This is an optimization exercise on Yosys and OpenROAD, whose aim is small area and a short achievable clock period, not a production implementation.
Where RTL was checked, it was by simulation tests only, not by an equivalence proof against the original.
No activity file was given, so power comes from the tool's default toggle rates.

==> flow/design.v <==
`default_nettype none
`timescale 1ns/1ps
package spi_ram_pkg;
    localparam logic [1:0] CMD_WR_ADDR = 2'b00;
    localparam logic [1:0] CMD_WR_DATA = 2'b01;
    localparam logic [1:0] CMD_RD_ADDR = 2'b10;
    localparam logic [1:0] CMD_RD_DATA = 2'b11;
endpackage
`default_nettype wire
`default_nettype none
`timescale 1ns/1ps
module spi_sp_ram #(
    parameter int WIDTH = 8,
    parameter int RINGS = 32,
    parameter int SLOTS = 8
) (
    input  logic                         clk,
    input  logic                         wload,
    input  logic [7:0]                   waddr,
    input  logic [WIDTH-1:0]             wdata_n,
    input  logic [7:0]                   raddr,
    output logic                         hit,
    output logic [WIDTH-1:0]             dout
);
    localparam int SW = $clog2(SLOTS);
    logic [SW-1:0]                 r_phase;
    logic [RINGS*SLOTS*WIDTH-1:0]  r_ring;
    logic [7:0]                    r_whi;
    logic [3:0]                    r_wlo;
    logic                          r_rhit;
    logic                          r_rhit2;
    logic [WIDTH-1:0]              r_rpre;
    logic [WIDTH-1:0]              w_rsel_tap;
    logic [RINGS-1:0]              r_rsel;
    logic [SW-1:0]                 w_phase_nx;
    logic [WIDTH-1:0]              w_tap [RINGS];
    assign w_phase_nx = r_phase + 1'b1;
    always_ff @(posedge clk) begin
        r_phase <= w_phase_nx;
        r_whi   <= (!wload && (w_phase_nx == waddr[SW-1:0])) ? (8'd1 << waddr[7:5]) : 8'd0;
        r_wlo   <= 4'd1 << waddr[4:3];
        r_rhit  <= (r_phase == raddr[SW-1:0]);
        r_rhit2 <= r_rhit;
        r_rpre  <= w_rsel_tap;
        r_rsel  <= RINGS'(1) << raddr[7:SW];
    end
    genvar r, k;
    generate
        for (r = 0; r < RINGS; r++) begin : g_ring
            logic w_we;
            assign w_we = r_whi[r / 4] && r_wlo[r % 4];
            for (k = 0; k < SLOTS - 1; k++) begin : g_slot
                always_ff @(posedge clk) begin
                    r_ring[(r*SLOTS + k)*WIDTH +: WIDTH] <= r_ring[(r*SLOTS + k + 1)*WIDTH +: WIDTH];
                end
            end
            assign w_tap[r] = r_ring[(r*SLOTS + SLOTS - 1)*WIDTH +: WIDTH];
            always_ff @(posedge clk) begin
                r_ring[(r*SLOTS + SLOTS - 1)*WIDTH +: WIDTH] <=
                    w_we ? ~wdata_n : r_ring[(r*SLOTS)*WIDTH +: WIDTH];
            end
        end
    endgenerate
    always_comb begin
        w_rsel_tap = '0;
        for (int i = 0; i < RINGS; i++) w_rsel_tap = w_rsel_tap | (w_tap[i] & {WIDTH{r_rsel[i]}});
    end
    assign hit  = r_rhit2;
    assign dout = r_rpre;
endmodule
`default_nettype wire
`default_nettype none
`timescale 1ns/1ps
module spi_slave_ram_burst #(
    parameter int WIDTH     = 8,
    parameter int MEM_DEPTH = 256,
    parameter int AUTO_INC  = 1
) (
    input  logic clk,
    input  logic rst,
    input  logic SS_n,
    input  logic MOSI,
    output logic MISO,
    output logic busy,
    output logic frame_err
);
    logic             r_recv;
    logic             r_exec;
    logic             r_rdout;
    logic             r_done;
    logic             r_busy;
    logic [3:0]       r_cnt;
    logic [9:0]       r_shift;
    logic [7:0]       r_wr_addr;
    logic [7:0]       r_rd_addr;
    logic [7:0]       r_waddr;
    logic [7:0]       r_wdata_n;
    logic [7:0]       r_rbuf;
    logic             r_miso;
    logic             r_frame_err;
    logic [1:0]       w_cmd;
    logic [7:0]       w_payload;
    logic             w_hit;
    logic [7:0]       w_dout;
    logic             w_last;
    logic             w_wload;
    assign w_cmd     = r_shift[9:8];
    assign w_payload = r_shift[7:0];
    assign w_last    = (r_cnt == 4'd9);
    assign w_wload   = r_exec && (w_cmd == spi_ram_pkg::CMD_WR_DATA);
    spi_sp_ram #(
        .WIDTH (WIDTH)
    ) u_ram (
        .clk   (clk),
        .wload (w_wload),
        .waddr (r_waddr),
        .wdata_n (r_wdata_n),
        .raddr (r_rd_addr),
        .hit   (w_hit),
        .dout  (w_dout)
    );
    always_ff @(posedge clk) begin
        r_shift <= {r_shift[8:0], MOSI};
    end
    always_ff @(posedge clk) begin
        if (!r_busy || (r_recv && w_last))
            r_cnt <= '0;
        else if (r_recv || r_rdout)
            r_cnt <= r_cnt + 1'b1;
    end
    always_ff @(posedge clk) begin
        if (w_wload) begin
            r_waddr <= r_wr_addr;
            r_wdata_n <= ~w_payload;
        end
    end
    always_ff @(posedge clk) begin
        if (r_rdout)
            r_rbuf <= {r_rbuf[6:0], 1'b0};
        else if (w_hit)
            r_rbuf <= w_dout;
    end
    always_ff @(posedge clk or posedge rst) begin
        if (rst) begin
            r_recv      <= 1'b0;
            r_exec      <= 1'b0;
            r_rdout     <= 1'b0;
            r_done      <= 1'b0;
            r_busy      <= 1'b0;
            r_wr_addr   <= '0;
            r_rd_addr   <= '0;
            r_miso      <= 1'b0;
            r_frame_err <= 1'b0;
        end else begin
            r_recv      <= (!r_busy && !SS_n) || (r_recv && !SS_n && !w_last);
            r_exec      <= r_recv && !SS_n && w_last;
            r_rdout     <= (r_exec && !SS_n && (w_cmd == spi_ram_pkg::CMD_RD_DATA)) ||
                           (r_rdout && !SS_n && (r_cnt != 4'd8));
            r_done      <= (r_exec && !SS_n && (w_cmd != spi_ram_pkg::CMD_RD_DATA)) ||
                           (r_rdout && !SS_n && (r_cnt == 4'd8)) ||
                           (r_done && !SS_n);
            r_busy      <= !SS_n;
            r_miso      <= r_rdout && !SS_n && (r_cnt != 4'd8) && r_rbuf[7];
            r_frame_err <= r_recv && SS_n;
            if (r_exec) begin
                case (w_cmd)
                    spi_ram_pkg::CMD_WR_ADDR: r_wr_addr <= w_payload;
                    spi_ram_pkg::CMD_WR_DATA: r_wr_addr <= r_wr_addr + 1'b1;
                    spi_ram_pkg::CMD_RD_ADDR: r_rd_addr <= w_payload;
                    default:                  r_rd_addr <= r_rd_addr + 1'b1;
                endcase
            end
        end
    end
    assign MISO      = r_miso;
    assign busy      = r_busy;
    assign frame_err = r_frame_err;
endmodule
`default_nettype wire
make LEC_CHECK=0 CAP_MARGIN=20 CORE_MARGIN=2 CORE_UTILIZATION=80 CTS_BUF_LIST=sky130_fd_sc_hd__clkbuf_16 CTS_CLUSTER_DIAMETER=60 CTS_CLUSTER_SIZE=24 SETUP_SLACK_MARGIN=2.5 SLEW_MARGIN=20 TNS_END_PERCENT=100 finish   # period 4.5 ns
run.sh (not shown) runs the stock make flow with config.mk's settings and CLKGATE_MAP_FILE= SYNTH_SCRIPT=/design/flow/synth_recipe.tcl, a recipe that flattens the netlist after the stock synthesis.
==> next run, changes <==
--- a/flow/design.v
+++ b/flow/design.v
@@ -14,37 +14,32 @@
     parameter int RINGS = 32,
     parameter int SLOTS = 8
 ) (
     input  logic                         clk,
     input  logic                         wload,
     input  logic [7:0]                   waddr,
-    input  logic [WIDTH-1:0]             wdata_n,
+    input  logic [WIDTH-1:0]             wdata,
     input  logic [7:0]                   raddr,
     output logic                         hit,
     output logic [WIDTH-1:0]             dout
 );
     localparam int SW = $clog2(SLOTS);
     logic [SW-1:0]                 r_phase;
     logic [RINGS*SLOTS*WIDTH-1:0]  r_ring;
     logic [7:0]                    r_whi;
     logic [3:0]                    r_wlo;
     logic                          r_rhit;
-    logic                          r_rhit2;
-    logic [WIDTH-1:0]              r_rpre;
-    logic [WIDTH-1:0]              w_rsel_tap;
     logic [RINGS-1:0]              r_rsel;
     logic [SW-1:0]                 w_phase_nx;
     logic [WIDTH-1:0]              w_tap [RINGS];
     assign w_phase_nx = r_phase + 1'b1;
     always_ff @(posedge clk) begin
         r_phase <= w_phase_nx;
         r_whi   <= (!wload && (w_phase_nx == waddr[SW-1:0])) ? (8'd1 << waddr[7:5]) : 8'd0;
         r_wlo   <= 4'd1 << waddr[4:3];
         r_rhit  <= (r_phase == raddr[SW-1:0]);
-        r_rhit2 <= r_rhit;
-        r_rpre  <= w_rsel_tap;
         r_rsel  <= RINGS'(1) << raddr[7:SW];
     end
     genvar r, k;
     generate
         for (r = 0; r < RINGS; r++) begin : g_ring
             logic w_we;
@@ -54,22 +49,21 @@
                     r_ring[(r*SLOTS + k)*WIDTH +: WIDTH] <= r_ring[(r*SLOTS + k + 1)*WIDTH +: WIDTH];
                 end
             end
             assign w_tap[r] = r_ring[(r*SLOTS + SLOTS - 1)*WIDTH +: WIDTH];
             always_ff @(posedge clk) begin
                 r_ring[(r*SLOTS + SLOTS - 1)*WIDTH +: WIDTH] <=
-                    w_we ? ~wdata_n : r_ring[(r*SLOTS)*WIDTH +: WIDTH];
+                    w_we ? wdata : r_ring[(r*SLOTS)*WIDTH +: WIDTH];
             end
         end
     endgenerate
     always_comb begin
-        w_rsel_tap = '0;
-        for (int i = 0; i < RINGS; i++) w_rsel_tap = w_rsel_tap | (w_tap[i] & {WIDTH{r_rsel[i]}});
+        dout = '0;
+        for (int i = 0; i < RINGS; i++) dout = dout | (w_tap[i] & {WIDTH{r_rsel[i]}});
     end
-    assign hit  = r_rhit2;
-    assign dout = r_rpre;
+    assign hit  = r_rhit;
 endmodule
 `default_nettype wire
 `default_nettype none
 `timescale 1ns/1ps
 module spi_slave_ram_burst #(
     parameter int WIDTH     = 8,
@@ -91,13 +85,13 @@
     logic             r_busy;
     logic [3:0]       r_cnt;
     logic [9:0]       r_shift;
     logic [7:0]       r_wr_addr;
     logic [7:0]       r_rd_addr;
     logic [7:0]       r_waddr;
-    logic [7:0]       r_wdata_n;
+    logic [7:0]       r_wdata;
     logic [7:0]       r_rbuf;
     logic             r_miso;
     logic             r_frame_err;
     logic [1:0]       w_cmd;
     logic [7:0]       w_payload;
     logic             w_hit;
@@ -111,13 +105,13 @@
     spi_sp_ram #(
         .WIDTH (WIDTH)
     ) u_ram (
         .clk   (clk),
         .wload (w_wload),
         .waddr (r_waddr),
-        .wdata_n (r_wdata_n),
+        .wdata (r_wdata),
         .raddr (r_rd_addr),
         .hit   (w_hit),
         .dout  (w_dout)
     );
     always_ff @(posedge clk) begin
         r_shift <= {r_shift[8:0], MOSI};
@@ -128,13 +122,13 @@
         else if (r_recv || r_rdout)
             r_cnt <= r_cnt + 1'b1;
     end
     always_ff @(posedge clk) begin
         if (w_wload) begin
             r_waddr <= r_wr_addr;
-            r_wdata_n <= ~w_payload;
+            r_wdata <= w_payload;
         end
     end
     always_ff @(posedge clk) begin
         if (r_rdout)
             r_rbuf <= {r_rbuf[6:0], 1'b0};
         else if (w_hit)
The changed run ran to the end with no violations.
Global-route usage drops by 2.9 points.
Setup slack degrades by 38 ps.
Final area climbs by about 0.5%.
Routed wire length drops by about 7.5%.
Synthesized area climbs by 0.40%.
Total power drops by about 1%.
Final cell count drops by 6.5%.
Core utilization climbs by 0.29 points.
The RTL of the first run of this note was laid out without a check of its function.

-- what the ideal ports hide --
Ports are ideal in the flow. The routed layouts listed here were re-timed in OpenROAD.
Step 1: set_driving_cell puts a clkbuf_16 on clk and a buf_2 on each other input, an assumption about the parent block.
Step 2 adds t to the input delays and takes it off the output delays; t is the mean of the earliest and latest rising clock arrival at the registers after step 1. Input paths then give back, and output paths get back, about the clock's delay inside the block.
Slacks: ideal / step 1 / step 2; pairs: ideal / step 1.
| run | shift t [ns] | setup slack, ns | clock arrival spread, ns | worst register clock-pin slew, ns | worst slew at a driven data input, ns |
|---|---|---|---|---|---|
| the first run | 0.746 | 2.397 / 2.347 / 2.397 | 0.045 / 0.045 | 0.12 / 0.12 | 0.04 |
| the second run | 0.734 | 2.359 / 2.294 / 2.474 | 0.024 / 0.024 | 0.10 / 0.10 | 0.05 |
After both steps setup and hold are still met in every run listed.
